This is an optimization exercise on Yosys and OpenROAD, whose aim is small area and a short achievable clock period, not a production implementation.
RTL that was checked went through simulation tests only; none was proved equivalent to the original.
Function not checked in runs 5 to 7: the RTL went through the layout flow alone.
The clock cells of runs 2 to 7 come from the design's own scripts or RTL, not from TritonCTS.
The flow treats the clock pin as an ideal source. Dropping or thinning the clock tree relies on that and would not hold on a real chip.
Power and IR drop assume default switching activity.

$ cat design.v
package video_pkg;
   typedef enum logic [1:0] {
      mode_view,
      mode_source,
      mode_copy,
      mode_result
   } mode_t;
   typedef logic [7:0] pixel_t;
   typedef logic [$clog2(16 * 8)-1:0] vaddr_t;
   typedef logic [$clog2(64)-1:0] hcount_t;
   typedef logic [$clog2(30)-1:0] vcount_t;
endpackage
`timescale 1ns/1ps
module video_frame_top
(
   input  logic   clk,
   input  logic   arst_n,
   input  video_pkg::mode_t  mode,
   input  logic   cam_valid,
   input  logic   cam_frame_start,
   input  video_pkg::pixel_t cam_pixel,
   input  logic   copy_start,
   output logic   copy_done,
   output video_pkg::pixel_t vid_pixel,
   output logic   vid_hsync,
   output logic   vid_vsync,
   output logic   vid_blank
);
   logic [5:0] hcount;
   logic [4:0] vcount;
   logic       hblank, vblank, hsync, vsync, blank;
   logic       hwin, vwin;
   logic       next_hblank, next_vblank, next_hwin, next_vwin;
   logic       hreset, vreset;
   assign hreset = (hcount == 6'(64 - 1));
   assign vreset = hreset && (vcount == 5'(30 - 1));
   assign next_hblank = hreset ? 1'b0 : ((hcount == 6'(48 - 1)) ? 1'b1 : hblank);
   assign next_vblank = vreset ? 1'b0 :
                        ((hreset && vcount == 5'(24 - 1)) ? 1'b1 : vblank);
   assign next_hwin   = (hcount == 6'(8 - 1)) ? 1'b1 :
                        ((hcount == 6'(8 + 16 - 1)) ? 1'b0 : hwin);
   assign next_vwin   = (hreset && vcount == 5'(4 - 1)) ? 1'b1 :
                        ((hreset && vcount == 5'(4 + 8 - 1)) ? 1'b0 : vwin);
   video_pkg::mode_t mode_q;
   logic sel_data, sel_fill;
   always_ff @(posedge clk or negedge arst_n) begin
      if (!arst_n) begin
         hcount   <= '0;
         vcount   <= '0;
         hblank   <= 1'b0;
         vblank   <= 1'b0;
         hwin     <= 1'b0;
         vwin     <= 1'b0;
         hsync    <= 1'b1;
         vsync    <= 1'b1;
         blank    <= 1'b1;
         sel_data <= 1'b0;
         sel_fill <= 1'b0;
         mode_q   <= video_pkg::mode_view;
      end else begin
         hcount <= hreset ? '0 : hcount + 1'b1;
         if (hreset) begin
            vcount <= vreset ? '0 : vcount + 1'b1;
         end
         hblank <= next_hblank;
         vblank <= next_vblank;
         hwin   <= next_hwin;
         vwin   <= next_vwin;
         hsync  <= (hcount == 6'(52 - 1)) ? 1'b0 :
                   ((hcount == 6'(58 - 1)) ? 1'b1 : hsync);
         vsync  <= (hreset && vcount == 5'(26 - 1)) ? 1'b0 :
                   ((hreset && vcount == 5'(28 - 1)) ? 1'b1 : vsync);
         blank  <= next_vblank | next_hblank;
         sel_data <= next_hwin && next_vwin && mode_q[0];
         sel_fill <= !(next_vblank || next_hblank) && !(next_hwin && next_vwin);
         mode_q   <= mode;
      end
   end
   logic [6:0] wr_ptr;
   logic [6:0] this_addr;
   logic [3:0] wslot_idx;
   logic [3:0] phc;       
   logic [3:0] wps;       
   logic [2:0] wtagm;
   logic [7:0] wdat, wdat_n;
   logic [2:0] wtag;
   logic [3:0] wx;
   logic       wr0;       
   logic       wrw;       
   logic [15:0] wslot;
   logic [7:0] rd_q;
   logic       active;
   logic       cam_store;
   assign this_addr = cam_frame_start ? '0 : wr_ptr;
   assign cam_store = cam_valid && (mode == video_pkg::mode_view);
   assign wslot_idx = cam_frame_start ? phc : wps;
   always_ff @(posedge clk or negedge arst_n) begin
      if (!arst_n) begin
         phc    <= 4'd5;
         wps    <= 4'd5;
         wr_ptr <= '0;
         wr0    <= 1'b0;
         wrw    <= 1'b0;
      end else begin
         phc <= phc - 1'b1;
         if (cam_valid) begin
            wr_ptr <= this_addr + 1'b1;
            wps    <= cam_frame_start ? phc : wps;
         end else if (cam_frame_start) begin
            wr_ptr <= '0;
            wps    <= phc - 1'b1;
         end else begin
            wps    <= wps - 1'b1;
         end
         wr0 <= cam_store && (this_addr[6:4] == 3'd0);
         wrw <= cam_store && (this_addr[6:4] != 3'd0);
      end
   end
   always_ff @(posedge clk) begin
      wdat   <= active ? rd_q : cam_pixel;
      wdat_n <= active ? ~rd_q : ~cam_pixel;
      wtag   <= this_addr[6:4];
      wtagm  <= this_addr[6:4] - 1'b1;
      wx     <= this_addr[3:0];
      for (int s = 0; s < 16; s++) begin
         wslot[s] <= (wslot_idx == 4'(s));
      end
   end
   logic [8:0] cnt;
   logic [2:0] crow;
   logic [5:0] ck;
   logic       ld;     
   logic       last;
   logic [7:0] cdata;
   logic [3:0] bsel;
   logic       wwin;   
   logic [7:0] we1;
   assign crow = cnt[8:6];
   assign ck   = cnt[5:0];
   assign last = active && (cnt == {3'd7, 6'd58});
   always_ff @(posedge clk or negedge arst_n) begin
      if (!arst_n) begin
         active    <= 1'b0;
         cnt       <= '0;
         copy_done <= 1'b0;
      end else begin
         if (active) begin
            cnt <= cnt + 1'b1;
            if (last) active <= 1'b0;
         end else if (copy_start) begin
            active <= 1'b1;
            cnt    <= '0;
         end
         copy_done <= last;
      end
   end
   always_comb begin
      for (int r = 0; r < 8; r++) begin
         we1[r] = wwin && (crow == 3'(r));
      end
   end
   always_ff @(posedge clk or negedge arst_n) begin
      if (!arst_n) begin
         ld   <= 1'b0;
         wwin <= 1'b0;
      end else begin
         ld <= active && (ck >= 6'd25) && (ck <= 6'd40);
         wwin <= active && (ck >= 6'd42) && (ck <= 6'd57);
      end
   end
   logic [7:0] wh_d [16];
   logic [15:0] wh_v;
   logic [15:0] wh_in;
   logic [3:0] xl, xl_n;
   logic [2:0] rl, rl_n, rlm, rlm_n;
   logic [3:0] xq;        
   logic       cmp_q, cmpw_q;
   logic [2:0] ctag_n;
   logic [7:1] ctag;
   always_comb begin
      for (int j = 0; j < 16; j++) begin
         wh_in[j] = (wrw && wslot[j]) || (j == 15 && ld);
      end
   end
   assign xl_n   = wrw ? wx : xl;
   assign rl_n   = wrw ? wtag : rl;
   assign rlm_n  = wrw ? wtagm : rlm;
   assign ctag_n = wrw ? (cmpw_q ? wtag : wtagm) : (cmp_q ? rl : rlm);
   always_ff @(posedge clk or negedge arst_n) begin
      if (!arst_n) begin
         xq   <= 4'd11;
         wh_v <= '0;
      end else begin
         xq <= xq + 1'b1;
         for (int j = 0; j < 15; j++) begin
            wh_v[j] <= (wrw && wslot[j]) || wh_v[j+1];
         end
         wh_v[15] <= wrw && wslot[15];
      end
   end
   always_ff @(posedge clk) begin
      for (int j = 0; j < 16; j++) begin
         if (wh_in[j]) begin
            wh_d[j] <= (j % 2 == 1) ? ~wdat : ~wdat_n;
         end else begin
            wh_d[j] <= ~wh_d[(j + 1) % 16];
         end
      end
      cmp_q  <= (xq <= xl_n);
      cmpw_q <= (xq <= this_addr[3:0]);
      xl  <= xl_n;
      rl  <= rl_n;
      rlm <= rlm_n;
      for (int r = 1; r < 8; r++) begin
         ctag[r] <= (ctag_n == 3'(r));
      end
      bsel  <= {phc[2:0] + 3'd1, 1'b0};   
      cdata <= wh_d[bsel];
   end
   logic [7:0] b0 [8][16];
   logic [7:0] b1 [8][16];
   always_ff @(posedge clk) begin
      for (int j = 0; j < 16; j++) begin
         if (wr0 && wslot[j]) begin
            b0[0][j] <= (j % 2 == 1) ? ~wdat : ~wdat_n;
         end else begin
            b0[0][j] <= ~b0[0][(j + 1) % 16];
         end
      end
      for (int r = 1; r < 8; r++) begin
         for (int j = 0; j < 15; j++) begin
            b0[r][j] <= b0[r][j+1];
         end
         b0[r][15] <= (wh_v[0] && ctag[r]) ? wh_d[0] : b0[r][0];
      end
      for (int r = 0; r < 8; r++) begin
         for (int j = 0; j < 15; j++) begin
            b1[r][j] <= b1[r][j+1];
         end
         b1[r][15] <= we1[r] ? cdata : b1[r][0];
      end
   end
   logic [2:0] rsel;
   logic       bsel1;
   always_ff @(posedge clk) begin
      rsel  <= active ? crow : (vcount[2:0] ^ 3'd4);
      bsel1 <= !active && (mode_q == video_pkg::mode_result);
      rd_q  <= bsel1 ? b1[rsel][0] : b0[rsel][0];
   end
   logic vid_hsync_n, vid_vsync_n, vid_blank_n;
   assign vid_hsync = ~vid_hsync_n;
   assign vid_vsync = ~vid_vsync_n;
   assign vid_blank = ~vid_blank_n;
   always_ff @(posedge clk or negedge arst_n) begin
      if (!arst_n) begin
         vid_pixel   <= '0;
         vid_hsync_n <= 1'b0;
         vid_vsync_n <= 1'b0;
         vid_blank_n <= 1'b0;
      end else begin
         vid_hsync_n <= ~hsync;
         vid_vsync_n <= ~vsync;
         vid_blank_n <= ~blank;
         vid_pixel <= sel_data ? rd_q : {sel_fill, 7'd0};
      end
   end
endmodule
$ cat flow/run.sh
#!/bin/bash
# Standard layout, with one extra step before detailed placement: each
# output port's register (and the inverter after it, if any) is moved next
# to the port's output buffer, so the register drives a short wire.
set -euo pipefail
here=$(pwd)
export PRE_DETAIL_PLACE_TCL="$here/flow/out_regs.tcl"
# CTS as configured in config.mk, without dummy loads
export CTS_ARGS="-sink_clustering_enable -repair_clock_nets -sink_clustering_size 32 -sink_clustering_max_diameter 80 -dont_use_dummy_load"
bash standard.sh > "$here/standard.log" 2>&1
$ cat flow/out_regs.tcl
# Move the cells that drive each output buffer next to that buffer.
set block [ord::get_db_block]
proc out_driver { net } {
  foreach it [$net getITerms] {
    if {[$it isOutputSignal]} { return [$it getInst] }
  }
  return ""
}
set moved 0
foreach bt [$block getBTerms] {
  if {[$bt getIoType] ne "OUTPUT"} { continue }
  set net [$bt getNet]
  if {$net eq "NULL"} { continue }
  set buf [out_driver $net]
  if {$buf eq ""} { continue }
  set loc [$buf getLocation]
  set inst $buf
  for {set k 0} {$k < 3} {incr k} {
    set in_net ""
    foreach it [$inst getITerms] {
      if {[$it isInputSignal] && [$it getNet] ne "NULL"} { set in_net [$it getNet] }
    }
    if {$in_net eq ""} { break }
    if {[llength [$in_net getITerms]] != 2 || [llength [$in_net getBTerms]] != 0} { break }
    set d [out_driver $in_net]
    if {$d eq ""} { break }
    $d setLocation [lindex $loc 0] [lindex $loc 1]
    incr moved
    puts "out_regs: [$d getName] -> next to [$buf getName]"
    if {[[$d getMaster] isSequential]} { break }
    set inst $d
  }
}
puts "out_regs: moved $moved cells"
$ cat standard.sh
#!/bin/bash
# synth_recipe.tcl (not shown) runs the flow's synth.tcl, then flattens the netlist and writes it again
# the make line also repeats each setting of config.mk as NAME=value (left out here)
make -C /OpenROAD-flow-scripts/flow DESIGN_CONFIG=/design/flow/config.mk WORK_HOME=/design/flow/orfs CLKGATE_MAP_FILE= SYNTH_SCRIPT=/design/flow/synth_recipe.tcl "${@:-finish}"
$ cat config.mk
export PLATFORM = sky130hd
export DESIGN_NAME = video_frame_top
export DESIGN_NICKNAME = video_frame_top
export VERILOG_FILES = /design/flow/design.v
export SDC_FILE = /design/flow/constraint.sdc
export NUM_CORES = 4
export LEC_CHECK = 0
export CAP_MARGIN = 20
export CORE_MARGIN = 2
export CORE_UTILIZATION = 65
export CTS_CLUSTER_DIAMETER = 80
export CTS_CLUSTER_SIZE = 32
export PLACE_DENSITY = 0.75
export SETUP_SLACK_MARGIN = 1.6
export SLEW_MARGIN = 20
$ cat constraint.sdc
create_clock -name core_clock -period 3.5 [get_ports {clk}]
set_input_delay 0.7000 -clock core_clock [delete_from_list [all_inputs] [get_ports {clk}]]
set_output_delay 0.7000 -clock core_clock [all_outputs]
set_load 0.01 [all_outputs]
==> results of run 1 <==
logic make-up after synthesis:
kind of cell	after synthesis	share of synthesized area (%)
compound gates	143	1.78
flops	2343	85.3
fa+ha+maj	24	0.541
mux	443	8.59
simple gates	272	2.55
buf+inv	113	0.892
xor+xnor	22	0.347
how the worst max path moves through the flow:
stage | slack (ns) | end | from | cells past startpoint
2_1_floorplan | 1.60 | cmpw_q | cam_frame_start | 7
3_3_place_gp | 0.78 | rd_q[0] | rsel[2] | 4
3_5_place_dp | 0.74 | rd_q[7] | rsel[2] | 4
4_1_cts | 1.51 | vid_blank | vid_blank_n | 2
5_1_grt | 1.50 | vid_blank | vid_blank_n | 2
6_report | 1.57 | vid_blank | vid_blank_n | 2
where the power goes:
| part | internal, mW | switching, mW | leakage, nW |
|---|---|---|---|
| Sequential | 28.9 | 1.99 | 19.4 |
| Combinational | 1.13 | 1.10 | 5.18 |
| Clock | 4.31 | 7.10 | 1.02 |
area by class of cell:
cell class                      count  share of cell area, %
Timing Repair Buffer               51                  0.752
Clock buffer                       83                   3.50
Inverter                           45                  0.285
Tap cell                         1144                   2.42
Multi-Input combinational cell    904                   13.0
Sequential cell                  2343                   80.0
metal layers:
layer	up-vias	part of all wire, %	global-route usage, %	routed length [um]
li1	11000	-	-	-
met5	-	0	0	0
met3	130	3.0	2.55	2740
met4	0	2.6	5.93	2360
met1	11200	47	29.5	42800
met2	343	47	34.8	42900
synth_stat cells (6+ instances only):
master,number,area [sq um]
mux2_2,138,1550
buf_2,21,105
nor2b_1,24,150
a211oi_1,8,60.1
xor2_1,8,70.1
ha_1,24,300
o31ai_1,7,52.6
dfstp_2,10,263
nor3_1,19,95.1
nor2_1,39,146
and2_1,9,56.3
o21ai_0,24,120
dfrtp_1,73,1830
nand3_1,13,65.1
nand2b_1,30,188
a21oi_1,21,105
o21a_1,7,52.6
nand4_1,6,37.5
inv_1,44,165
o22ai_1,33,206
a32o_1,15,150
xnor2_1,14,123
mux4_2,13,293
mux2i_1,292,2920
edfxtp_1,6,180
o32ai_1,8,70.1
dfxtp_1,2254,45100
clkbuf_1,36,135
nand2_1,99,372
state kept, by name (all words and copies together), names as in the netlist, 7 cells and up:
| register | cells |
|---|---|
| b0 | 1024 |
| wdat | 8 |
| vid_pixel | 8 |
| wdat_n | 8 |
| wslot | 16 |
| wh_v | 16 |
| cnt | 9 |
| wr_ptr | 7 |
| b1 | 1024 |
| rd_q | 8 |
| wh_d | 128 |
| ctag | 7 |
| cdata | 8 |
cells in the final DEF, fill, tap and decap left out, drive strengths merged, types with 8 or more instances in the layout:
master,synthesis,final
dfxtp,2254,2254
mux2i,292,292
mux2,138,138
nand2,101,101
clkbuf,36,83
dfrtp,73,73
inv,45,45
nor2,41,41
buf,32,38
o22ai,33,33
nand2b,30,30
o21ai,25,25
nor2b,24,24
ha,24,24
a21oi,22,22
nor3,21,21
a32o,15,15
xnor2,14,14
mux4,13,13
nand3,13,13
clkdlybuf4s50,0,13
dfstp,10,10
and2,9,9
a211oi,8,8
xor2,8,8
o32ai,8,8
worst max-delay path: cells and delay by family (launching register included):
family / cells / cell delay [ns]
DFF: 1 / 0.40
buffers and inverters: 2 / 0.15
timing repair:
| item | in CTS | in global routing |
|---|---|---|
| endpoints found under the setup margin | 208 | 42 |
| pin swaps | 3 | 3 |
| gates resized for setup | 71 | 12 |
| buffers inserted | 9 | 9 |
==> impl_metrics.json, run 1 <==
{
  "crit_type": "reg2out",
  "cts_tree": "yes",
  "synthCells": 3360,
  "remaining_drc_errors": 0,
  "finalCritPeriodShare_pct": 55.2,
  "wire_per_inst_um": 19.9,
  "drt_iter0_drc": 1207,
  "holdWs_ns": 0.0494,
  "finalWorstSetupSlack_ns": 1.57,
  "coreArea_sq_mm": 0.0849,
  "multi_input_comb_area_sq_mm": 0.00773,
  "critPathArrivalTime_ns": 1.23,
  "avgSynthCellArea_sq_um": 16.5,
  "regToRegEndpoint": "rd_q[0]",
  "maxSlewViolCount": 0,
  "outcome": "no timing/DRC/antenna violations",
  "seq_area_sq_mm": 0.0474,
  "rsz0062_at_grt": "true",
  "initial_core_util_pct": 65.5,
  "fin_util_pct": 69.8,
  "cts_hold_buffers": 0,
  "p_total_mw": 44.5,
  "die_width_um": 296,
  "end_kind": "primary output",
  "max_slew.worst_pin.slew_ns": 1.04,
  "clk_latency_ns": 0.69,
  "cts.clk_slew.worst_paths_ns": 0.11,
  "grt_pass1_vias": 23100,
  "reg2reg_from": "rsel[2]",
  "detail-route-antenna-nets": 0,
  "floorplan.rows": 107,
  "diodes": 0,
  "syn_area_sq_mm": 0.0556,
  "synth_edf_count": 6,
  "holdCritPathClass": "in2async",
  "synth_cell_types": 62,
  "fillCellCount": 5373,
  "die_y_um": 296,
  "ys.flop_type": "dfxtp_1",
  "place_ws_ns": 0.740,
  "num-nets-final": 3467,
  "finalSetupViolCount": 0,
  "fin_crit_ns": 1.93,
  "relSlewSlack_pct": 30.3,
  "power.density_mw_per_mm2": 752,
  "required_ns": 2.80,
  "path_max_fanout": 1,
  "via_per_inst": 4.96,
  "cp-start-kind": "flip-flop",
  "dp_cells": 4469,
  "ys_warn_count": 4,
  "htreeDepth": 3,
  "ff2ff_path_depth": 4,
  "cts.sinks": 2343,
  "vias": 22700,
  "p_leak_nw": 25.6,
  "drt_pre_antenna_iters": 5,
  "r2r_slack_ns": 1.64,
  "ios": 27,
  "antenna_found_initial": 0,
  "critPathMaxStageDelay_ns": 0.40,
  "stdcell_count": 4570,
  "cp_cell_sequence": "inv_2, buf_6",
  "hpwl_mm": 58.6,
  "yosys_register_bits": 2343,
  "dieArea_sq_mm": 0.0878,
  "final_area_sq_mm": 0.0593,
  "grt_overflow": 0,
  "finalHoldViolCount": 0,
  "grt_max_degree": 71,
  "cap_violations": 0,
  "setup-tns-final_ns": 0,
  "placed_area_sq_mm": 0.0570,
  "vdd_drop_max_mv": 0.484,
  "slowest_stage": "dfrtp_1",
  "routed_wl_mm": 90.8,
  "globalRouteTotalUtil_pct": 21.0,
  "synth_nets": 3399,
  "drive_gt1_share_pct": 9.28,
  "cts.path.max_buffers": 3,
  "io_buffers": 26,
  "cts_inserted_buffers": 83,
  "gp_congestion": 0.824,
  "cts-root-buf": "clkbuf_16",
  "synthArstFlopShare_pct": 3.54,
  "yosysSeqAreaShare_pct": 85.3,
  "max_freq_mhz": 518,
  "fin_skew_ns": 0.0594,
  "syn_to_final_growth_pct": 6.69,
  "grt_pass1_wl_mm": 138
}
==> run 2: changes to the inputs <==
==> flow/run.sh (replaced) <==
#!/bin/bash
# Standard layout with two extra steps:
#  - before CTS, a hand-built two-level clock tree (flow/pre_cts.tcl)
#    replaces TritonCTS; the rest of the CTS step (legalisation, setup and
#    hold repair) runs as usual;
#  - before detailed placement, each output port's register (and the
#    inverter after it, if any) is moved next to the port's output buffer.
set -euo pipefail
here=$(pwd)
export PRE_DETAIL_PLACE_TCL="$here/flow/out_regs.tcl"
export PRE_CTS_TCL="$here/flow/pre_cts.tcl"
bash standard.sh > "$here/standard.log" 2>&1
==> flow/manual_cts.tcl (new file) <==
# Manual two-level clock tree: the clock port feeds NR root buffers; each
# root feeds a group of leaf buffers; each leaf feeds a compact cluster of
# about CL register clock pins. All buffers are clkbuf_16.
proc mcts_build { {CL 30} {NR 4} } {
  set db [ord::get_db]
  set block [ord::get_db_block]
  set master [$db findMaster sky130_fd_sc_hd__clkbuf_16]
  set clk [$block findNet clk]
  set sinks {}
  foreach it [$clk getITerms] {
    set inst [$it getInst]
    set bb [$inst getBBox]
    set x [expr {([$bb xMin] + [$bb xMax]) / 2}]
    set y [expr {([$bb yMin] + [$bb yMax]) / 2}]
    lappend sinks [list $x $y $it]
  }
  set n [llength $sinks]
  set nleaf [expr {int(ceil(double($n) / $CL))}]
  set nb [expr {max(1, int(round(sqrt($nleaf))))}]
  # bands by y, chunks by x
  set sinks [lsort -integer -index 1 $sinks]
  set per_band [expr {int(ceil(double($n) / $nb))}]
  set clusters {}
  for {set b 0} {$b < $nb} {incr b} {
    set band [lrange $sinks [expr {$b * $per_band}] [expr {($b + 1) * $per_band - 1}]]
    if {[llength $band] == 0} { continue }
    set band [lsort -integer -index 0 $band]
    set nc [expr {int(ceil(double([llength $band]) / $CL))}]
    set per [expr {int(ceil(double([llength $band]) / $nc))}]
    # snake order so that neighbouring clusters stay close
    for {set c 0} {$c < $nc} {incr c} {
      set cl [lrange $band [expr {$c * $per}] [expr {($c + 1) * $per - 1}]]
      if {[llength $cl] > 0} { lappend clusters $cl }
    }
  }
  # leaf buffers at cluster centroids
  set leaves {}
  set k 0
  foreach cl $clusters {
    set sx 0; set sy 0
    foreach s $cl { incr sx [lindex $s 0]; incr sy [lindex $s 1] }
    set cx [expr {$sx / [llength $cl]}]
    set cy [expr {$sy / [llength $cl]}]
    set inst [odb::dbInst_create $block $master "mcts_leaf_$k"]
    set net [odb::dbNet_create $block "mcts_leaf_net_$k"]
    $net setSigType CLOCK
    [$inst findITerm X] connect $net
    foreach s $cl {
      set it [lindex $s 2]
      $it disconnect
      $it connect $net
    }
    $inst setLocation [expr {$cx - [$master getWidth] / 2}] [expr {$cy - [$master getHeight] / 2}]
    $inst setPlacementStatus PLACED
    lappend leaves [list $cx $cy $inst]
    incr k
  }
  # roots: split leaves into NR groups (2x2 by median) and buffer each group
  set leaves [lsort -integer -index 1 $leaves]
  set half [expr {[llength $leaves] / 2}]
  set groups {}
  foreach part [list [lrange $leaves 0 [expr {$half - 1}]] [lrange $leaves $half end]] {
    set part [lsort -integer -index 0 $part]
    set h2 [expr {[llength $part] / 2}]
    lappend groups [lrange $part 0 [expr {$h2 - 1}]] [lrange $part $h2 end]
  }
  set r 0
  foreach g $groups {
    set sx 0; set sy 0
    foreach l $g { incr sx [lindex $l 0]; incr sy [lindex $l 1] }
    set cx [expr {$sx / [llength $g]}]
    set cy [expr {$sy / [llength $g]}]
    set inst [odb::dbInst_create $block $master "mcts_root_$r"]
    set net [odb::dbNet_create $block "mcts_root_net_$r"]
    $net setSigType CLOCK
    [$inst findITerm X] connect $net
    foreach l $g { [[lindex $l 2] findITerm A] connect $net }
    [$inst findITerm A] connect $clk
    $inst setLocation [expr {$cx - [$master getWidth] / 2}] [expr {$cy - [$master getHeight] / 2}]
    $inst setPlacementStatus PLACED
    incr r
  }
  $clk setSigType CLOCK
  puts "mcts: $n sinks, [llength $clusters] leaves, $r roots"
}
==> flow/pre_cts.tcl (new file) <==
# Build the clock tree by hand (see manual_cts.tcl) in place of TritonCTS:
# the clock port feeds four root buffers, each root a group of leaf
# buffers, each leaf a compact cluster of about 32 register clock pins.
source [file join [file dirname [info script]] manual_cts.tcl]
mcts_build 32 4
# the flow's CTS call then only marks the clock as propagated
proc clock_tree_synthesis { args } {
  set_propagated_clock [all_clocks]
  puts "clock tree built by manual_cts.tcl"
}
==> run 2 against run 1 <==
Final area grew 0.12%. Flip-flop and latch count is the same. Synthesized cell count is the same. Sequential power is essentially flat. Register-to-register slack lost 0.02 ns. First-iteration DRC count shrank 1.3%. Critical path depth grew 2. Highest routed layer unchanged.
==> impl_metrics.json, run 2 <==
{
  "avgSynthCellArea_sq_um": 16.5,
  "synthArstFlopShare_pct": 3.54,
  "required_ns": 3.93,
  "stdcell_count": 4570,
  "critical_path.top_delay_family": "compound AO/OA/AOI/OAI gates",
  "ys_top_cells_by_area": "dfxtp_1 (81%), mux2i_1 (5.3%), dfrtp_1 (3.3%), mux2_2 (2.8%), nand2_1 (0.67%)",
  "relSlewSlack_pct": 31.8,
  "detail-route-antenna-nets": 0,
  "slowest_stage": "dfxtp_4",
  "ys.flop_type": "dfxtp_1",
  "finalSetupViolCount": 0,
  "max_freq_mhz": 533,
  "yosys_register_bits": 2343,
  "drt_pre_antenna_iters": 5,
  "yosysSeqAreaShare_pct": 85.3,
  "ff2ff_path_depth": 4,
  "remaining_drc_errors": 0,
  "vias": 22700,
  "critPathMaxStageDelay_ns": 0.58,
  "layout_common_cells": "dfxtp_1 (2249), mux2i_1 (292), mux2_2 (138), nand2_1 (98), clkbuf_16 (85)",
  "die_y_um": 296,
  "end_kind": "flip-flop",
  "drive_gt1_share_pct": 9.02,
  "diodes": 0,
  "num-nets-final": 3467,
  "fin_skew_ns": 0.0442,
  "drt_iter0_drc": 1191,
  "finalHoldViolCount": 0,
  "synth_common_cells": "dfxtp_1 (2254), mux2i_1 (292), mux2_2 (138), nand2_1 (99), dfrtp_1 (73)",
  "maxSlewViolCount": 0,
  "cts_hold_buffers": 0,
  "largestRegisters": "b0 x1024, b1 x1024, wh_d x128",
  "clk_latency_ns": 0.55,
  "fin_crit_ns": 1.88,
  "final_common_cell": "dfxtp_1",
  "via_per_inst": 4.96,
  "rsz0062_at_grt": "false",
  "dieArea_sq_mm": 0.0878,
  "gp_congestion": 0.824,
  "finalCritPeriodShare_pct": 53.6,
  "syn_area_sq_mm": 0.0556,
  "fin_util_pct": 69.9,
  "floorplan.rows": 107,
  "synth_edf_count": 6,
  "max_slew.worst_pin.slew_ns": 1.02,
  "vdd_drop_max_mv": 0.632,
  "crit_path_frequent_cell": "o22ai_1",
  "grt_overflow": 0,
  "r2r_slack_ns": 1.62,
  "grt_max_degree": 71,
  "reg2reg_from": "rsel[1]",
  "holdWs_ns": 0.159,
  "endpoint": "rd_q[7]",
  "outcome": "no timing/DRC/antenna violations",
  "critPathLaunch": "rsel[1]",
  "cap_violations": 0,
  "ys_warn_count": 4,
  "regToRegEndpoint": "rd_q[7]",
  "synth_cell_types": 62,
  "dp_cells": 4469,
  "syn_to_final_growth_pct": 6.81,
  "critPathArrivalTime_ns": 2.30,
  "path_max_fanout": 24,
  "yosysTopAreaCell": "dfxtp_1",
  "synth.top_cell.area_share_pct": 81.2,
  "grt_pass1_vias": 22900,
  "coreArea_sq_mm": 0.0849,
  "power.density_mw_per_mm2": 748,
  "cp_cell_sequence": "nand2b_1, o22ai_1, o32ai_1, o22ai_1",
  "holdCritPathClass": "in2async",
  "synth_nets": 3399,
  "ios": 27,
  "initial_core_util_pct": 65.5,
  "io_buffers": 26,
  "die_width_um": 296,
  "hpwl_mm": 58.6,
  "crit_buf_inv": 0,
  "grt_pass1_wl_mm": 136,
  "setup-tns-final_ns": 0,
  "cp-start-kind": "flip-flop",
  "synthCells": 3360,
  "crit_cells": 4,
  "cts.clk_slew.worst_paths_ns": 0.10,
  "wire_per_inst_um": 19.8,
  "globalRouteTotalUtil_pct": 20.4,
  "antenna_found_initial": 0,
  "routed_wl_mm": 90.3,
  "p_leak_nw": 25.6,
  "crit_type": "reg2reg",
  "yosysMostFrequentCell": "dfxtp_1"
}
run 2: cell counts after synthesis:
Identical to the previous run, type by type.
run 2: area by class of cell:
class                   count  area (sq um)
repair buffers             50           495
plain buffers              84          2100
flip-flops and latches   2343         47400
multi-input cells         904          7730
inverters                  45           169
well taps                1144          1430
fillers                  5383         25500
run 2: worst min-delay path by stage:
stage                           from         end  slack, ns  cells past startpoint
after global routing          arst_n       xq[2]       0.22                      1
after detailed placement   b0[49][4]   b0[48][4]       0.31                      0
final                         arst_n       xq[2]       0.16                      1
after global placement    b1[120][0]  b1[119][0]       0.31                      0
after CTS                  b0[26][4]   b0[25][4]       0.32                      0
after floorplan           b0[101][0]  b0[100][0]       0.31                      0
run 2: worst register-to-register path, delay by kind of cell, from the launching register on:
family	cells	cell delay (ns)
AOI/OAI and AO/OA	3	0.75
and+or+nand+nor	1	0.42
DFF	1	0.58
run 2: timing repair:
| item | CTS | global route |
|---|---|---|
| pin swaps | 3 | 4 |
| setup endpoints to repair | 205 | 40 |
| endpoints found under the hold margin | 0 | 0 |
| gates resized for setup | 57 | 10 |
| buffers inserted | 9 | 7 |
| gates cloned | 0 | 1 |
run 2: kinds of logic (layout without fill, tap and decap cells):
logic type	Yosys count	count (layout)	share of synthesized area, %
DFF	2343	2343	85.3
muxes	443	443	8.59
and+or+nand+nor	272	272	2.55
AOI/OAI and AO/OA	143	143	1.78
buffers and inverters	113	179	0.892
adders and majority gates	24	24	0.541
xor gates and xnor gates	22	22	0.347
run 2: through the flow:
step / total power, mW / worst slack (ns) / instance area, sq um
after floorplan: 32.1 / 1.60 / 55600
after global placement: 33.4 / 0.776 / 57000
after detailed placement: 33.5 / 0.740 / 57000
after CTS: 44.5 / 1.60 / 59200
after global routing: 45.8 / 1.60 / 59300
final: 44.4 / 1.62 / 59300
run 2: layer usage:
| metal | track usage [%] | part of all wire, % | vias up |
|---|---|---|---|
| met3 | 1.64 | 2.8 | 137 |
| met1 | 29.2 | 47 | 11100 |
| met2 | 34.2 | 47 | 340 |
| met4 | 5.10 | 2.9 | 0 |
| met5 | 0 | 0 | - |
| li1 | - | - | 11100 |
run 2: power breakdown:
part	switching, mW	internal (mW)
sequential	1.99	28.9
combinational	1.09	1.12
clock	6.99	4.27
==> run 3: changes to the inputs <==
--- a/config.mk
+++ b/config.mk
@@ -8,8 +8,6 @@
 export CAP_MARGIN = 20
 export CORE_MARGIN = 2
 export CORE_UTILIZATION = 65
-export CTS_CLUSTER_DIAMETER = 80
-export CTS_CLUSTER_SIZE = 32
 export PLACE_DENSITY = 0.75
-export SETUP_SLACK_MARGIN = 1.6
+export SETUP_SLACK_MARGIN = 1.9
 export SLEW_MARGIN = 20
==> run 3 against run 2 <==
Maximum frequency is 4.9% higher. Sequential power hardly changed. Utilization grew 0.85 points. Die area stayed put. Worst setup slack improved by 0.087 ns.
==> impl_metrics.json, run 3 <==
{
  "outcome": "no timing/DRC/antenna violations",
  "drt_pre_antenna_iters": 7,
  "ff2ff_path_depth": 7,
  "yosys_register_bits": 2343,
  "fin_skew_ns": 0.0407,
  "rsz0062_at_grt": "true",
  "finalSetupViolCount": 0,
  "yosysTopAreaCell": "dfxtp_1",
  "grt_max_degree": 55,
  "relSlewSlack_pct": 35.3,
  "max_freq_mhz": 559,
  "yosysSeqAreaShare_pct": 85.3,
  "synthMuxAreaShare_pct": 8.59,
  "grt_pass1_vias": 23200,
  "cp_cell_sequence": "inv_1, buf_6",
  "place_ws_ns": 1.02,
  "gp_congestion": 0.892,
  "crit_cells": 2,
  "seqPwrFrac_pct": 68.9,
  "netSwitchingPower_mw": 10.2,
  "max_slew.worst_pin.slew_ns": 0.970,
  "drt_iter0_drc": 1319,
  "finalCritPeriodShare_pct": 51.1,
  "synthCells": 3360,
  "cp-start-kind": "flip-flop",
  "antenna_found_initial": 3,
  "cts.clk_slew.worst_paths_ns": 0.11,
  "syn_to_final_growth_pct": 8.11,
  "synthArstFlopShare_pct": 3.54,
  "ys.flop_type": "dfxtp_1",
  "final_common_cell": "dfxtp_1",
  "syn_area_sq_mm": 0.0556,
  "finalHoldViolCount": 0,
  "hpwl_mm": 58.4,
  "drive_gt1_share_pct": 12.0,
  "vias": 23100,
  "setup-tns-final_ns": 0,
  "drt-met1-wl_mm": 43.0,
  "clk_latency_ns": 0.55,
  "path_max_fanout": 1,
  "synth-compound-area-share_pct": 1.78,
  "ios": 27,
  "maxSlewViolCount": 0,
  "crit_buf_inv": 2,
  "synth_top_family_by_area": "multiplexers",
  "fin_crit_ns": 1.79,
  "synth_cell_types": 62,
  "synth-simple-area-share_pct": 2.55,
  "pwr-share-comb_pct": 6.0,
  "cap_violations": 0,
  "vdd_drop_max_mv": 0.507,
  "ys_warn_count": 4,
  "slowest_stage": "dfrtp_1",
  "largestRegisters": "b0 x1024, b1 x1024, wh_d x128",
  "critical_path.top_delay_family": "flip-flops",
  "end_kind": "primary output",
  "cts_hold_buffers": 0,
  "crit_type": "reg2out",
  "remaining_drc_errors": 0,
  "die_width_um": 296,
  "pwr-share-clk_pct": 25.1,
  "globalRouteTotalUtil_pct": 20.6,
  "diodes": 0,
  "via_per_inst": 5.00,
  "coreArea_sq_mm": 0.0849,
  "synth_edf_count": 6,
  "grt_pass1_wl_mm": 138,
  "floorplan.rows": 107,
  "synth.top_cell.area_share_pct": 81.2,
  "synth_xor_area_share_pct": 0.347,
  "initial_core_util_pct": 65.5,
  "p_int_mw": 34.6,
  "critPathMaxStageDelay_ns": 0.38,
  "yosysMostFrequentCell": "dfxtp_1",
  "wl_met3_mm": 3.10,
  "finalWorstSetupSlack_ns": 1.71,
  "detail-route-antenna-nets": 0,
  "layout_common_cells": "dfxtp_1 (2247), mux2i_1 (284), mux2_2 (138), nand2_1 (96), clkbuf_16 (85)",
  "ys_top_cells_by_area": "dfxtp_1 (81%), mux2i_1 (5.3%), dfrtp_1 (3.3%), mux2_2 (2.8%), nand2_1 (0.67%)",
  "routed.top_layer": "met4",
  "switching_share_pct": 22.7,
  "io_buffers": 26,
  "grt_overflow": 0,
  "avgSynthCellArea_sq_um": 16.5,
  "holdCritPathClass": "in2async",
  "required_ns": 2.80,
  "critPathArrivalTime_ns": 1.09,
  "wl_met2_mm": 43.3,
  "power.density_mw_per_mm2": 746,
  "synth_common_cells": "dfxtp_1 (2254), mux2i_1 (292), mux2_2 (138), nand2_1 (99), dfrtp_1 (73)",
  "routed_wl_mm": 91.5,
  "dieArea_sq_mm": 0.0878,
  "num-nets-final": 3505,
  "synthAdderAreaFrac_pct": 0.541,
  "wire_per_inst_um": 19.9,
  "synth_nets": 3399,
  "die_y_um": 296,
  "p_leak_nw": 25.9
}
[run 3: repair_timing]
action	4_1_cts	5_1_grt
endpoints found under the hold margin	0	0
buffers inserted	41	12
gates cloned	2	1
resized for setup	118	47
pin swaps	19	22
endpoints found under the setup margin	265	175
[run 3: routing by layer]
layer,GRT usage [%],vias to the layer above
li1,-,11100
met3,1.81,135
met1,29.5,11400
met5,0,-
met4,4.27,0
met2,34.7,425
[run 3: path summary, 6_finish.rpt]
kind	slack, ns	from	end
max	1.71	vid_blank_n	vid_blank
min	0.21	arst_n	xq[2]
max reg2reg	1.80	wrw	cmp_q
min reg2reg	0.31	b1[90][3]	b1[89][3]
max in group asynchronous	2.48	arst_n	vsync
min in group core_clock	0.31	b1[90][3]	b1[89][3]
[run 3: power by group through the flow]
stage               clock, mW  sequential, mW  combinational [mW]
finish                   11.2            30.9                2.67
global route             12.2            31.1                2.87
CTS                      11.4            30.9                2.44
detailed placement          0            31.5                1.97
global placement            0            31.4                1.87
floorplan                   0            30.1                2.00
[run 3: cells by family after synthesis]
group                      count (synthesis)
DFF                                     2343
muxes                                    443
and+or+nand+nor                          272
AOI/OAI and AO/OA                        143
buffers and inverters                    113
adders and majority gates                 24
xor gates and xnor gates                  22
[run 3: cell type report]
class	instances	area (sq um)
Timing Repair Buffer	87	883
Tap cell	1144	1430
Fill cell	5236	24800
Sequential cell	2343	47400
Multi-Input combinational cell	905	8030
Inverter	45	178
Buffer	84	2100
[run 3: per-stage QoR]
step | area, sq um | hold WS, ns | util [%] | cells | total power, mW
floorplan | 55600 | 0.310 | - | 3360 | 32.1
global placement | 57000 | 0.309 | 67.2 | 4468 | 33.2
detailed placement | 57000 | 0.312 | 67.2 | 4468 | 33.5
CTS | 59800 | 0.218 | 70.4 | 4595 | 44.7
global route | 60100 | 0.233 | 70.8 | 4608 | 46.2
finish | 60100 | 0.213 | 70.8 | 4608 | 44.8
==> run 4: changes to the inputs <==
--- a/config.mk
+++ b/config.mk
@@ -9,5 +9,5 @@
 export CORE_MARGIN = 2
 export CORE_UTILIZATION = 65
 export PLACE_DENSITY = 0.75
-export SETUP_SLACK_MARGIN = 1.9
+export SETUP_SLACK_MARGIN = 1.75
 export SLEW_MARGIN = 20
==> run 4 against run 3 <==
Final cell count decreased by 0.63%. Global-route usage up 0.18 points. Sequential power hardly changed. Worst hold slack got worse by 0.044 ns. Flip-flop and latch count stayed put. Total power decreased by 0.46%. Critical path depth unchanged. Synthesized cell count unchanged. Final area is 0.63% lower.
==> impl_metrics.json, run 4 <==
{
  "outcome": "no timing/DRC/antenna violations",
  "rsz0062_at_grt": "true",
  "dp_cells": 4467,
  "gp_congestion": 0.854,
  "wire_per_inst_um": 20.2,
  "maxSlewViolCount": 0,
  "final_area_sq_mm": 0.0597,
  "slowest_stage": "dfrtp_1",
  "critPathArrivalTime_ns": 1.08,
  "grt_overflow": 0,
  "floorplan.rows": 107,
  "synth.top_cell.area_share_pct": 81.2,
  "max_freq_mhz": 561,
  "setup-tns-final_ns": 0,
  "synthArstFlopShare_pct": 3.54,
  "grt_pass1_vias": 22900,
  "cp-start-kind": "flip-flop",
  "grt_pass1_wl_mm": 138,
  "fin_crit_ns": 1.78,
  "vdd_drop_max_mv": 0.481,
  "clk_latency_ns": 0.55,
  "cts.clk_slew.worst_paths_ns": 0.10,
  "hpwl_mm": 59.4,
  "yosys_register_bits": 2343,
  "critical_path.top_delay_family": "flip-flops",
  "final_common_cell": "dfxtp_1",
  "holdCritPathClass": "in2async",
  "fillCellCount": 5301,
  "io_buffers": 26,
  "synth_common_cells": "dfxtp_1 (2254), mux2i_1 (292), mux2_2 (138), nand2_1 (99), dfrtp_1 (73)",
  "crit_type": "reg2out",
  "max_slew.worst_pin.slew_ns": 0.928,
  "avgSynthCellArea_sq_um": 16.5,
  "dieArea_sq_mm": 0.0878,
  "synth_edf_count": 6,
  "path_max_fanout": 1,
  "yosysTopAreaCell": "dfxtp_1",
  "remaining_drc_errors": 0,
  "vias": 22800,
  "crit_buf_inv": 2,
  "finalHoldViolCount": 0,
  "finalCritPeriodShare_pct": 51.0,
  "p_total_mw": 44.6,
  "holdWs_ns": 0.169,
  "finalSetupViolCount": 0,
  "detail-route-antenna-nets": 0,
  "die_width_um": 296,
  "relSlewSlack_pct": 38.1,
  "place_ws_ns": 0.938,
  "synthCells": 3360,
  "routed_wl_mm": 92.3,
  "syn_area_sq_mm": 0.0556,
  "ios": 27,
  "fin_util_pct": 70.3,
  "initial_core_util_pct": 65.5,
  "drt_pre_antenna_iters": 6,
  "power.density_mw_per_mm2": 747,
  "cp_cell_sequence": "inv_2, buf_6",
  "yosysMostFrequentCell": "dfxtp_1",
  "synth_nets": 3399,
  "layout_common_cells": "dfxtp_1 (2249), mux2i_1 (284), mux2_2 (138), nand2_1 (97), clkbuf_16 (85)",
  "p_leak_nw": 25.7,
  "synth_cell_types": 62,
  "globalRouteTotalUtil_pct": 20.8,
  "via_per_inst": 4.98,
  "antenna_found_initial": 4,
  "critPathMaxStageDelay_ns": 0.39,
  "cap_violations": 0,
  "drt_iter0_drc": 1312,
  "ys_top_cells_by_area": "dfxtp_1 (81%), mux2i_1 (5.3%), dfrtp_1 (3.3%), mux2_2 (2.8%), nand2_1 (0.67%)",
  "syn_to_final_growth_pct": 7.42,
  "end_kind": "primary output",
  "die_y_um": 296,
  "finalWorstSetupSlack_ns": 1.72,
  "ys.flop_type": "dfxtp_1",
  "ys_warn_count": 4,
  "coreArea_sq_mm": 0.0849,
  "required_ns": 2.80,
  "num-nets-final": 3476,
  "grt_max_degree": 48,
  "fin_skew_ns": 0.0310,
  "placed_area_sq_mm": 0.0570,
  "stdcell_count": 4579,
  "yosysSeqAreaShare_pct": 85.3,
  "largestRegisters": "b0 x1024, b1 x1024, wh_d x128",
  "drive_gt1_share_pct": 10.4,
  "diodes": 0
}
run 4: cell types whose count changed in the layout (fill, tap and decap cells not counted), sizes merged:
cell | before | now
clkinvlp | 1 | 0
inv | 44 | 45
nor2 | 42 | 41
nor3b | 7 | 8
buf | 73 | 42
dlygate4sd2 | 1 | 2
bufbuf | 1 | 2
run 4: what timing repair did:
| action | CTS | global route |
|---|---|---|
| hold buffers | 0 | 0 |
| endpoints found under the setup margin | 216 | 45 |
| cloned | 3 | 1 |
| pin swaps | 5 | 8 |
| setup buffers | 15 | 9 |
| hold endpoints to repair | 0 | 0 |
| gates resized for setup | 91 | 29 |
run 4: final cells by class:
| cell class | instances | area, sq um | share of cell area (%) |
|---|---|---|---|
| multi-input cells | 905 | 7920 | 13.3 |
| repair buffers | 58 | 632 | 1.06 |
| flip-flops and latches | 2343 | 47400 | 79.5 |
| well taps | 1144 | 1430 | 2.40 |
| inverters | 45 | 171 | 0.287 |
| plain buffers | 84 | 2100 | 3.52 |
run 4: where the power goes:
part	switching [mW]	internal (mW)
Sequential	1.92	28.9
Combinational	1.17	1.32
Clock	6.99	4.27
run 4: worst paths after layout:
check | start | to | slack, ns | cells past startpoint
min | arst_n | wr_ptr[6] | 0.17 | 1
max reg2reg | wrw | wh_d[11][1] | 1.79 | 3
min in group core_clock | b1[4][2] | b1[3][2] | 0.32 | 0
max | vid_hsync_n | vid_hsync | 1.72 | 2
min reg2reg | b1[4][2] | b1[3][2] | 0.32 | 0
max in group asynchronous | arst_n | vsync | 2.62 | 2
run 4: cells by family (layout without fill, tap and decap cells):
family                     after synthesis  count (layout)  synth area share, %
buffers and inverters                  113             187                0.892
AOI/OAI and AO/OA                      143             143                 1.78
DFF                                   2343            2343                 85.3
xor gates and xnor gates                22              22                0.347
adders and majority gates               24              24                0.541
and+or+nand+nor                        272             273                 2.55
muxes                                  443             443                 8.59
run 4: routing by layer:
metal  global-route usage (%)  share of wire [%]  up-vias
li1                         -                  -    11100
met1                     29.1                 47    11200
met2                     35.6                 48      391
met3                     2.01                3.1      143
met4                     4.32                2.4        0
met5                        0                  0        -
==> run 5: changes to the inputs <==
--- a/design.v
+++ b/design.v
@@ -214,9 +214,9 @@
       for (int r = 1; r < 8; r++) begin
          ctag[r] <= (ctag_n == 3'(r));
       end
-      bsel  <= {phc[2:0] + 3'd1, 1'b0};   
-      cdata <= wh_d[bsel];
-   end
+      bsel  <= {phc[2:0] + 3'd1, 1'b1};   
+   end
+   assign cdata = ~wh_d[bsel];
    logic [7:0] b0 [8][16];
    logic [7:0] b1 [8][16];
    always_ff @(posedge clk) begin
==> run 5 against run 4 <==
Utilization up 0.22 points. First-iteration DRC count increased by 12%. Still clean. Final area increased by 0.31%. Total power grew 1.2%. Worst setup slack worse by 0.076 ns. Sequential share of layout area fell by 0.51 points. Worst hold slack gained 0.021 ns. Largest cell class unchanged. Via count increased by 3.2%.
==> impl_metrics.json, run 5 <==
{
  "vias": 23500,
  "synthCells": 3436,
  "cp_cell_sequence": "buf_12, buf_16, buf_12, nor3b_4, buf_6, clkbuf_16, a22o_1, a211oi_2, o32ai_1",
  "fillCellCount": 5292,
  "grt_max_degree": 84,
  "ys.flop_type": "dfxtp_1",
  "die_y_um": 296,
  "initial_core_util_pct": 65.3,
  "grt_pass1_wl_mm": 140,
  "synth_nets": 3475,
  "detail-route-antenna-nets": 0,
  "wire_per_inst_um": 20.1,
  "max_slew.worst_pin.slew_ns": 1.03,
  "rsz0062_at_grt": "true",
  "critPathMaxStageDelay_ns": 0.43,
  "maxSlewViolCount": 0,
  "die_width_um": 296,
  "syn_to_final_growth_pct": 8.04,
  "layout_common_cells": "dfxtp_1 (2240), mux2i_1 (274), nand2_1 (155), clkbuf_16 (85), mux2_2 (75)",
  "coreArea_sq_mm": 0.0849,
  "final_common_cell": "dfxtp_1",
  "finalHoldViolCount": 0,
  "syn_area_sq_mm": 0.0554,
  "cts_hold_buffers": 0,
  "synthArstFlopShare_pct": 3.55,
  "yosysTopAreaCell": "dfxtp_1",
  "critPathArrivalTime_ns": 2.26,
  "holdCritPathClass": "in2async",
  "synth.top_cell.area_share_pct": 81.2,
  "ios": 27,
  "remaining_drc_errors": 0,
  "fin_skew_ns": 0.0556,
  "path_max_fanout": 6,
  "required_ns": 3.90,
  "p_leak_nw": 25.7,
  "largestRegisters": "b0 x1024, b1 x1024, wh_d x128",
  "vdd_drop_max_mv": 0.720,
  "drt_pre_antenna_iters": 5,
  "floorplan.rows": 107,
  "crit_type": "reg2reg",
  "routed_wl_mm": 93.8,
  "gp_congestion": 0.873,
  "grt_overflow": 0,
  "hpwl_mm": 57.5,
  "place_ws_ns": 0.873,
  "dieArea_sq_mm": 0.0876,
  "finalWorstSetupSlack_ns": 1.64,
  "finalCritPeriodShare_pct": 53.1,
  "yosys_register_bits": 2335,
  "clk_latency_ns": 0.57,
  "cp-start-kind": "flip-flop",
  "crit_path_frequent_cell": "buf_12",
  "power.density_mw_per_mm2": 753,
  "drive_gt1_share_pct": 9.25,
  "relSlewSlack_pct": 31.6,
  "slowest_stage": "dfxtp_4",
  "end_kind": "flip-flop",
  "finalSetupViolCount": 0,
  "fin_crit_ns": 1.86,
  "globalRouteTotalUtil_pct": 21.1,
  "num-nets-final": 3566,
  "synth_edf_count": 6,
  "avgSynthCellArea_sq_um": 16.1,
  "grt_pass1_vias": 23900,
  "cap_violations": 0,
  "outcome": "no timing/DRC/antenna violations",
  "cts.clk_slew.worst_paths_ns": 0.11,
  "synth_common_cells": "dfxtp_1 (2246), mux2i_1 (277), nand2_1 (159), mux2_2 (77), dfrtp_1 (73)",
  "yosysMostFrequentCell": "dfxtp_1",
  "drt_iter0_drc": 1471,
  "max_freq_mhz": 538,
  "yosysSeqAreaShare_pct": 85.2,
  "antenna_found_initial": 5,
  "via_per_inst": 5.04,
  "ys_warn_count": 4,
  "setup-tns-final_ns": 0,
  "ys_top_cells_by_area": "dfxtp_1 (81%), mux2i_1 (5.0%), dfrtp_1 (3.3%), mux2_2 (1.6%), nand2_1 (1.1%)",
  "io_buffers": 26,
  "synth_cell_types": 72
}
run 5: cell types whose count changed in the layout (fill, tap and decap cells not counted), sizes merged, moves of 16 or more:
| cell | change |
|---|---|
| inv | +16 |
| a22o | +30 |
| nand2 | +58 |
| o22ai | -31 |
| buf | +20 |
| o21ai | +73 |
| mux2 | -47 |
| a221oi | +18 |
run 5: final timing paths:
check                      cells past startpoint      from  slack [ns]       end
max                                            9   rsel[0]        1.64   rd_q[0]
min                                            1    arst_n        0.19    phc[1]
max reg2reg                                    9   rsel[0]        1.64   rd_q[0]
min reg2reg                                    0  b1[3][5]        0.30  b1[2][5]
max in group asynchronous                      1    arst_n        2.73       wrw
min in group core_clock                        0  b1[3][5]        0.30  b1[2][5]
run 5: metrics by stage:
| step | cells | util, % | hold slack [ns] | power, mW | cell area [sq um] |
|---|---|---|---|---|---|
| 3_3_place_gp | 4539 | 66.9 | 0.310 | 33.4 | 56800 |
| 5_1_grt | 4669 | 70.5 | 0.243 | 46.5 | 59900 |
| 4_1_cts | 4655 | 70.1 | 0.305 | 45.1 | 59500 |
| 2_1_floorplan | 3436 | - | 0.310 | 32.0 | 55500 |
| 3_5_place_dp | 4539 | 66.9 | 0.312 | 33.5 | 56800 |
| 6_report | 4674 | 70.5 | 0.190 | 45.1 | 59900 |
run 5: per-layer routing:
metal / wire [um] / global-route usage (%) / up-vias
met5: 0 / 0 / -
met4: 2940 / 5.97 / 0
met3: 3840 / 2.92 / 171
met2: 43700 / 34.6 / 440
met1: 43300 / 29.8 / 11600
li1: - / - / 11300
run 5: area by class of cell:
type / count / area [sq um] / share of cell area (%)
repair buffers: 77 / 826 / 1.38
inverters: 62 / 236 / 0.395
plain buffers: 84 / 2100 / 3.51
flip-flops and latches: 2335 / 47300 / 79.0
well taps: 1144 / 1430 / 2.39
diodes: 5 / 12.5 / 0.0209
multi-input cells: 967 / 7990 / 13.3
run 5: what timing repair did:
| action | CTS | global route |
|---|---|---|
| pin swaps | 13 | 25 |
| gates cloned | 3 | 1 |
| resized for setup | 110 | 48 |
| buffers inserted | 29 | 13 |
| setup endpoints to repair | 192 | 71 |
run 5: critical path: cells and delay by family (launching register included):
kind	cells	cell delay (ns)
buffers and inverters	5	0.65
AOI/OAI and AO/OA	3	0.61
DFF	1	0.43
and+or+nand+nor	1	0.04
run 5: kinds of logic (layout without fill, tap and decap cells):
family | count (synthesis) | after routing | share of synthesized area, %
DFF | 2335 | 2335 | 85.2
AOI/OAI and AO/OA | 219 | 219 | 2.78
adders and majority gates | 24 | 24 | 0.542
buffers and inverters | 135 | 223 | 1.10
muxes | 375 | 375 | 7.14
and+or+nand+nor | 329 | 330 | 2.89
xor gates and xnor gates | 19 | 19 | 0.300
other | 0 | 5 | 0
run 5: where the power goes:
group | leakage [nW] | switching (mW) | total (mW) | internal [mW]
logic | 5.35 | 1.58 | 3.00 | 1.42
clock network | 1.04 | 7.02 | 11.3 | 4.27
registers | 19.3 | 1.89 | 30.8 | 28.9
total | 25.7 | 10.5 | 45.1 | 34.6
==> run 6: changes to the inputs <==
--- a/config.mk
+++ b/config.mk
@@ -9,5 +9,5 @@
 export CORE_MARGIN = 2
 export CORE_UTILIZATION = 65
 export PLACE_DENSITY = 0.75
-export SETUP_SLACK_MARGIN = 1.75
+export SETUP_SLACK_MARGIN = 1.65
 export SLEW_MARGIN = 20
==> run 6 against run 5 <==
Flip-flop and latch count unchanged. Routed wire length shrank 1.0%. Still clean on timing, DRC and antenna. Die area stayed put. Combinational power grew 7.7%. Sequential power is essentially flat. Clock power barely moved. Worst hold slack gained 0.030 ns.
==> impl_metrics.json, run 6 <==
{
  "outcome": "no timing/DRC/antenna violations",
  "required_ns": 3.92,
  "path_max_fanout": 8,
  "finalSetupViolCount": 0,
  "via_per_inst": 5.04,
  "die_y_um": 296,
  "grt_pass1_vias": 23800,
  "grt_pass1_wl_mm": 140,
  "p_leak_nw": 25.7,
  "fin_util_pct": 70.4,
  "gp_congestion": 0.868,
  "final_common_cell": "dfxtp_1",
  "vdd_drop_max_mv": 0.720,
  "power.density_mw_per_mm2": 756,
  "finalCritPeriodShare_pct": 58.6,
  "layout_common_cells": "dfxtp_1 (2240), mux2i_1 (276), nand2_1 (154), clkbuf_16 (84), mux2_2 (76)",
  "floorplan.rows": 107,
  "holdWs_ns": 0.219,
  "p_total_mw": 45.2,
  "drt_pre_antenna_iters": 5,
  "io_buffers": 26,
  "synthCells": 3436,
  "end_kind": "flip-flop",
  "ys_warn_count": 4,
  "syn_area_sq_mm": 0.0554,
  "drive_gt1_share_pct": 9.06,
  "switching_share_pct": 23.4,
  "seq_area_sq_mm": 0.0473,
  "dieArea_sq_mm": 0.0876,
  "relSlewSlack_pct": 41.9,
  "place_ws_ns": 0.404,
  "cap_violations": 0,
  "pwr-share-comb_pct": 7.1,
  "max_slew.worst_pin.slew_ns": 0.870,
  "hpwl_mm": 55.0,
  "multi_input_comb_area_sq_mm": 0.00798,
  "clk_latency_ns": 0.57,
  "synth_nets": 3475,
  "final_area_sq_mm": 0.0598,
  "pwr-share-clk_pct": 24.9,
  "syn_to_final_growth_pct": 7.92,
  "stdcell_count": 4669,
  "netSwitchingPower_mw": 10.6,
  "yosysMostFrequentCell": "dfxtp_1",
  "grt_max_degree": 67,
  "drt_iter0_drc": 1413,
  "cts.clk_slew.worst_paths_ns": 0.11,
  "yosysTopAreaCell": "dfxtp_1",
  "routed_wl_mm": 92.8,
  "seqPwrFrac_pct": 68.0,
  "ys.flop_type": "dfxtp_1",
  "largestRegisters": "b0 x1024, b1 x1024, wh_d x128",
  "detail-route-antenna-nets": 0,
  "critPathArrivalTime_ns": 2.47,
  "cp-start-kind": "flip-flop",
  "placed_area_sq_mm": 0.0568,
  "globalRouteTotalUtil_pct": 21.1,
  "num-nets-final": 3562,
  "antenna_found_initial": 6,
  "synth_cell_types": 72,
  "wire_per_inst_um": 19.9,
  "finalWorstSetupSlack_ns": 1.45,
  "max_freq_mhz": 488,
  "fin_skew_ns": 0.0548,
  "synth_common_cells": "dfxtp_1 (2246), mux2i_1 (277), nand2_1 (159), mux2_2 (77), dfrtp_1 (73)",
  "vias": 23500,
  "avgSynthCellArea_sq_um": 16.1,
  "p_int_mw": 34.6,
  "holdCritPathClass": "in2async",
  "crit_type": "reg2reg",
  "synth_edf_count": 6,
  "fillCellCount": 5326,
  "initial_core_util_pct": 65.3,
  "die_width_um": 296,
  "synth.top_cell.area_share_pct": 81.2,
  "maxSlewViolCount": 0,
  "yosys_register_bits": 2335,
  "yosysSeqAreaShare_pct": 85.2,
  "rsz0062_at_grt": "true",
  "setup-tns-final_ns": 0,
  "ios": 27,
  "coreArea_sq_mm": 0.0849,
  "remaining_drc_errors": 0,
  "ys_top_cells_by_area": "dfxtp_1 (81%), mux2i_1 (5.0%), dfrtp_1 (3.3%), mux2_2 (1.6%), nand2_1 (1.1%)",
  "dp_cells": 4541,
  "synthArstFlopShare_pct": 3.55,
  "finalHoldViolCount": 0,
  "grt_overflow": 0,
  "fin_crit_ns": 2.05
}
==> run 6: power by group through the flow <==
stage	Combinational (mW)	Sequential, mW	Clock (mW)
after global routing	3.40	30.9	12.3
after floorplan	1.92	30.1	0
final	3.23	30.7	11.3
after CTS	3.07	30.7	11.4
after detailed placement	2.18	31.3	0
after global placement	2.08	31.2	0
==> run 6: final timing paths <==
kind | slack [ns] | from | cells past startpoint | end
setup / recovery | 1.45 | rsel[0] | 6 | rd_q[5]
hold / removal | 0.22 | arst_n | 1 | sel_data
setup reg to reg | 1.45 | rsel[0] | 6 | rd_q[5]
hold reg to reg | 0.29 | b1[45][6] | 0 | b1[44][6]
max in group asynchronous | 2.49 | arst_n | 2 | xq[1]
min in group core_clock | 0.29 | b1[45][6] | 0 | b1[44][6]
==> run 6: metal layers <==
layer  routed length, um  vias up  GRT usage, %
li1                    -    11300             -
met1               42800    11600          29.9
met2               43100      440          34.5
met3                4180      148          2.68
met4                2650        6          6.02
met5                  41        -             0
==> run 6: logic make-up (layout without fill, tap and decap cells) <==
group | count (synthesis) | in the layout | share of synthesized area [%]
compound gates | 219 | 219 | 2.78
xor+xnor | 19 | 19 | 0.300
fa+ha+maj | 24 | 24 | 0.542
buf+inv | 135 | 218 | 1.10
flops | 2335 | 2335 | 85.2
mux | 375 | 375 | 7.14
other cells | 0 | 4 | 0
simple gates | 329 | 331 | 2.89
==> run 6: what timing repair did <==
| action | CTS | global route |
|---|---|---|
| hold buffers | 0 | 0 |
| buffers inserted | 27 | 10 |
| endpoints found under the setup margin | 239 | 80 |
| cloned | 3 | 0 |
| pin swaps | 19 | 8 |
| gates resized for setup | 126 | 31 |
==> run 6: cell type report <==
type                       instances  share of cell area (%)
multi-input combinational        968                    13.3
buffer                            84                    3.52
tap                             1144                    2.39
timing repair buffer              72                    1.30
antenna                            4                  0.0167
sequential                      2335                    79.0
inverter                          62                   0.389
==> run 6: worst max-delay path, stage by stage, from the launching register on <==
cell,delay (ns)
dfxtp_4,0.53
buf_12,0.16
buf_12,0.11
mux2_4,0.30
a22o_1,0.24
a211oi_4,0.41
o32ai_2,0.14
==> run 7: changes to the inputs <==
--- a/design.v
+++ b/design.v
@@ -240,12 +240,24 @@
          b1[r][15] <= we1[r] ? cdata : b1[r][0];
       end
    end
-   logic [2:0] rsel;
-   logic       bsel1;
-   always_ff @(posedge clk) begin
-      rsel  <= active ? crow : (vcount[2:0] ^ 3'd4);
-      bsel1 <= !active && (mode_q == video_pkg::mode_result);
-      rd_q  <= bsel1 ? b1[rsel][0] : b0[rsel][0];
+   logic [2:0] rsel_nx;      
+   logic       bsel1_nx;
+   logic [7:0] rs0, rs1;     
+   logic [7:0] tap;
+   assign rsel_nx  = active ? crow : (vcount[2:0] ^ 3'd4);
+   assign bsel1_nx = !active && (mode_q == video_pkg::mode_result);
+   always_comb begin
+      tap = '0;
+      for (int r = 0; r < 8; r++) begin
+         tap = tap | ({8{rs0[r]}} & b0[r][0]) | ({8{rs1[r]}} & b1[r][0]);
+      end
+   end
+   always_ff @(posedge clk) begin
+      for (int r = 0; r < 8; r++) begin
+         rs0[r] <= !bsel1_nx && (rsel_nx == 3'(r));
+         rs1[r] <= bsel1_nx && (rsel_nx == 3'(r));
+      end
+      rd_q <= tap;
    end
    logic vid_hsync_n, vid_vsync_n, vid_blank_n;
    assign vid_hsync = ~vid_hsync_n;
--- a/config.mk
+++ b/config.mk
@@ -9,5 +9,5 @@
 export CORE_MARGIN = 2
 export CORE_UTILIZATION = 65
 export PLACE_DENSITY = 0.75
-export SETUP_SLACK_MARGIN = 1.65
+export SETUP_SLACK_MARGIN = 1.75
 export SLEW_MARGIN = 20
==> run 7 against run 6 <==
Die area is 0.35% lower. Sequential share of layout area is 1.0 points higher. Clock power hardly changed. Synthesized cell count is 1.1% lower. Maximum frequency is 13% higher. Final area is 0.77% lower. Worst hold slack better by 0.039 ns. Combinational power is 64% lower. Sequential power is 2% lower. Register-to-register slack better by 0.27 ns. Flip-flop and latch count is 12 higher. Global-route usage is 1.4 points higher.
==> impl_metrics.json, run 7 <==
{
  "outcome": "no timing/DRC/antenna violations",
  "cap_violations": 0,
  "place_ws_ns": 0.980,
  "yosysTopAreaCell": "dfxtp_1",
  "end_kind": "primary output",
  "finalHoldViolCount": 0,
  "yosysMostFrequentCell": "dfxtp_1",
  "ys_warn_count": 4,
  "io_buffers": 26,
  "crit_type": "reg2out",
  "vias": 23700,
  "maxSlewViolCount": 0,
  "ios": 27,
  "layout_common_cells": "dfxtp_1 (2255), mux2i_1 (268), nand2_1 (133), clkbuf_16 (85), mux2_2 (68)",
  "ys.flop_type": "dfxtp_1",
  "synth_cell_types": 64,
  "setup-tns-final_ns": 0,
  "wire_per_inst_um": 21.3,
  "finalSetupViolCount": 0,
  "finalCritPeriodShare_pct": 51.8,
  "synth_nets": 3437,
  "rsz0062_at_grt": "true",
  "synthArstFlopShare_pct": 3.54,
  "dieArea_sq_mm": 0.0873,
  "relSlewSlack_pct": 31.9,
  "cp_cell_sequence": "inv_2, buf_6",
  "yosys_register_bits": 2347,
  "coreArea_sq_mm": 0.0838,
  "grt_pass1_vias": 24000,
  "grt_overflow": 0,
  "slowest_stage": "dfrtp_1",
  "r2r_slack_ns": 1.72,
  "cp-start-kind": "flip-flop",
  "antenna_found_initial": 11,
  "holdWs_ns": 0.258,
  "vdd_drop_max_mv": 0.711,
  "finalWorstSetupSlack_ns": 1.69,
  "drt_iter0_drc": 1612,
  "die_y_um": 295,
  "holdCritPathClass": "in2async",
  "synthCells": 3398,
  "drive_gt1_share_pct": 8.57,
  "cts.clk_slew.worst_paths_ns": 0.11,
  "yosysSeqAreaShare_pct": 86.0,
  "critPathArrivalTime_ns": 1.11,
  "largestRegisters": "b0 x1024, b1 x1024, wh_d x128",
  "globalRouteTotalUtil_pct": 22.5,
  "detail-route-antenna-nets": 0,
  "synth_common_cells": "dfxtp_1 (2258), mux2i_1 (271), nand2_1 (140), dfrtp_1 (73), mux2_2 (69)",
  "drt_pre_antenna_iters": 6,
  "hpwl_mm": 63.8,
  "max_slew.worst_pin.slew_ns": 1.02,
  "grt_pass1_wl_mm": 147,
  "routed_wl_mm": 98.4,
  "syn_to_final_growth_pct": 7.47,
  "regToRegEndpoint": "b1[79][6]",
  "required_ns": 2.80,
  "fin_skew_ns": 0.0464,
  "p_leak_nw": 25.4,
  "synth.top_cell.area_share_pct": 81.9,
  "max_freq_mhz": 551,
  "avgSynthCellArea_sq_um": 16.2,
  "critPathLaunch": "vid_vsync_n",
  "synth_edf_count": 6,
  "initial_core_util_pct": 65.9,
  "remaining_drc_errors": 0,
  "gp_congestion": 0.871,
  "floorplan.rows": 106,
  "final_common_cell": "dfxtp_1",
  "syn_area_sq_mm": 0.0552,
  "via_per_inst": 5.13,
  "num-nets-final": 3518,
  "grt_max_degree": 69,
  "critPathMaxStageDelay_ns": 0.40,
  "ys_top_cells_by_area": "dfxtp_1 (82%), mux2i_1 (4.9%), dfrtp_1 (3.3%), mux2_2 (1.4%), nand2_1 (0.95%)",
  "reg2reg_from": "cnt[8]",
  "power.density_mw_per_mm2": 718,
  "clk_latency_ns": 0.56,
  "fin_crit_ns": 1.81,
  "ff2ff_path_depth": 3,
  "die_width_um": 295,
  "path_max_fanout": 1
}
[run 7: changes by cell type after synthesis, sizes merged, moves of 14 or more]
| cell | before | now |
|---|---|---|
| a211oi | 18 | 0 |
| a221oi | 18 | 35 |
| buf | 31 | 14 |
| clkbuf | 42 | 58 |
| inv | 62 | 48 |
| mux2 | 91 | 69 |
| nand2 | 159 | 143 |
| o21ai | 98 | 83 |
[run 7: cells by family (layout without fill, tap and decap cells)]
kind of cell | Yosys count | after routing | share of synthesized area, %
flops | 2347 | 2347 | 86.0
mux | 349 | 349 | 6.69
simple gates | 324 | 324 | 2.81
compound gates | 215 | 215 | 2.76
buf+inv | 120 | 199 | 0.907
fa+ha+maj | 24 | 24 | 0.544
xor+xnor | 19 | 19 | 0.301
other cells | 0 | 4 | 0
[run 7: cell type report]
class                           count  area [sq um]
Buffer                             85          2130
Multi-Input combinational cell    931          7490
Timing Repair Buffer               66           603
Inverter                           48           184
Tap cell                         1134          1420
Antenna cell                        4          10.0
Sequential cell                  2347         47500
Fill cell                        5261         24500
[run 7: worst max-delay path by stage]
stage,cells after the start,slack [ns],endpoint
after floorplan,8,1.60,cmpw_q
after global placement,8,1.02,wr_ptr[6]
after detailed placement,8,0.98,wr_ptr[6]
after CTS,3,1.53,b1[15][2]
after global routing,2,1.63,vid_vsync
final,2,1.69,vid_vsync
[run 7: what timing repair did]
action / in CTS / in global routing
setup buffers: 13 / 16
resized for setup: 89 / 37
gates cloned: 1 / 0
endpoints found under the setup margin: 249 / 88
hold buffers: 0 / 0
pin swaps: 4 / 9
[run 7: metrics by stage]
step | instances | power [mW] | util, % | instance area, sq um
after global placement | 4496 | 31.6 | 67.6 | 56700
after floorplan | 3398 | 30.7 | - | 55300
final | 4615 | 42.6 | 70.8 | 59300
after detailed placement | 4496 | 31.8 | 67.6 | 56700
after global routing | 4611 | 44.0 | 70.8 | 59300
after CTS | 4595 | 42.8 | 70.4 | 59000
[run 7: routing by layer]
layer	wire length, um	track usage (%)	up-vias
li1	-	-	11200
met1	46300	32.8	11700
met2	45000	36.4	567
met3	4210	2.41	183
met4	2930	5.66	2
met5	13	0	-
[run 7: worst max-delay path, delay by kind of cell, from the launching register on]
family	cells	cell delay, ns
flip-flops	1	0.40
buffers and inverters	2	0.17
[run 7: power breakdown]
group / switching, mW / internal [mW]
clock network: 7.03 / 4.32
registers: 1.52 / 28.6
logic: 0.604 / 0.545
total: 9.15 / 33.5

[port drivers added, routing unchanged]
No port has a modelled driver above. Below, the same layouts with a new extraction and two added sets of constraints. Step 1 assumes that a clkbuf_16 drives the clock port and a buf_2 every other input. Step 2 times the ports against the registers' clock, not the clock port: input delays grow and output delays shrink by t, the midpoint of the rising clock arrivals with the driver on. Three values: ideal, step 1, step 2; two values: the first two.
run	t, ns	setup WS [ns]	worst register clock-pin slew, ns
run 1	0.715	1.569 / 1.504 / 0.982	0.12 / 0.12
run 2	0.673	1.623 / 1.489 / 1.274	0.11 / 0.11
run 3	0.666	1.710 / 1.570 / 1.443	0.11 / 0.11
run 4	0.668	1.716 / 1.580 / 1.241	0.11 / 0.11
run 5	0.682	1.640 / 1.562 / 1.336	0.12 / 0.12
run 6	0.674	1.449 / 1.449 / 1.273	0.11 / 0.11
run 7	0.671	1.686 / 1.548 / 1.279	0.11 / 0.11
After both steps setup and hold are still met in every run listed. The setup slack of run 1, which loses most, moves by -0.065 ns with the drivers and by -0.587 ns with both steps.
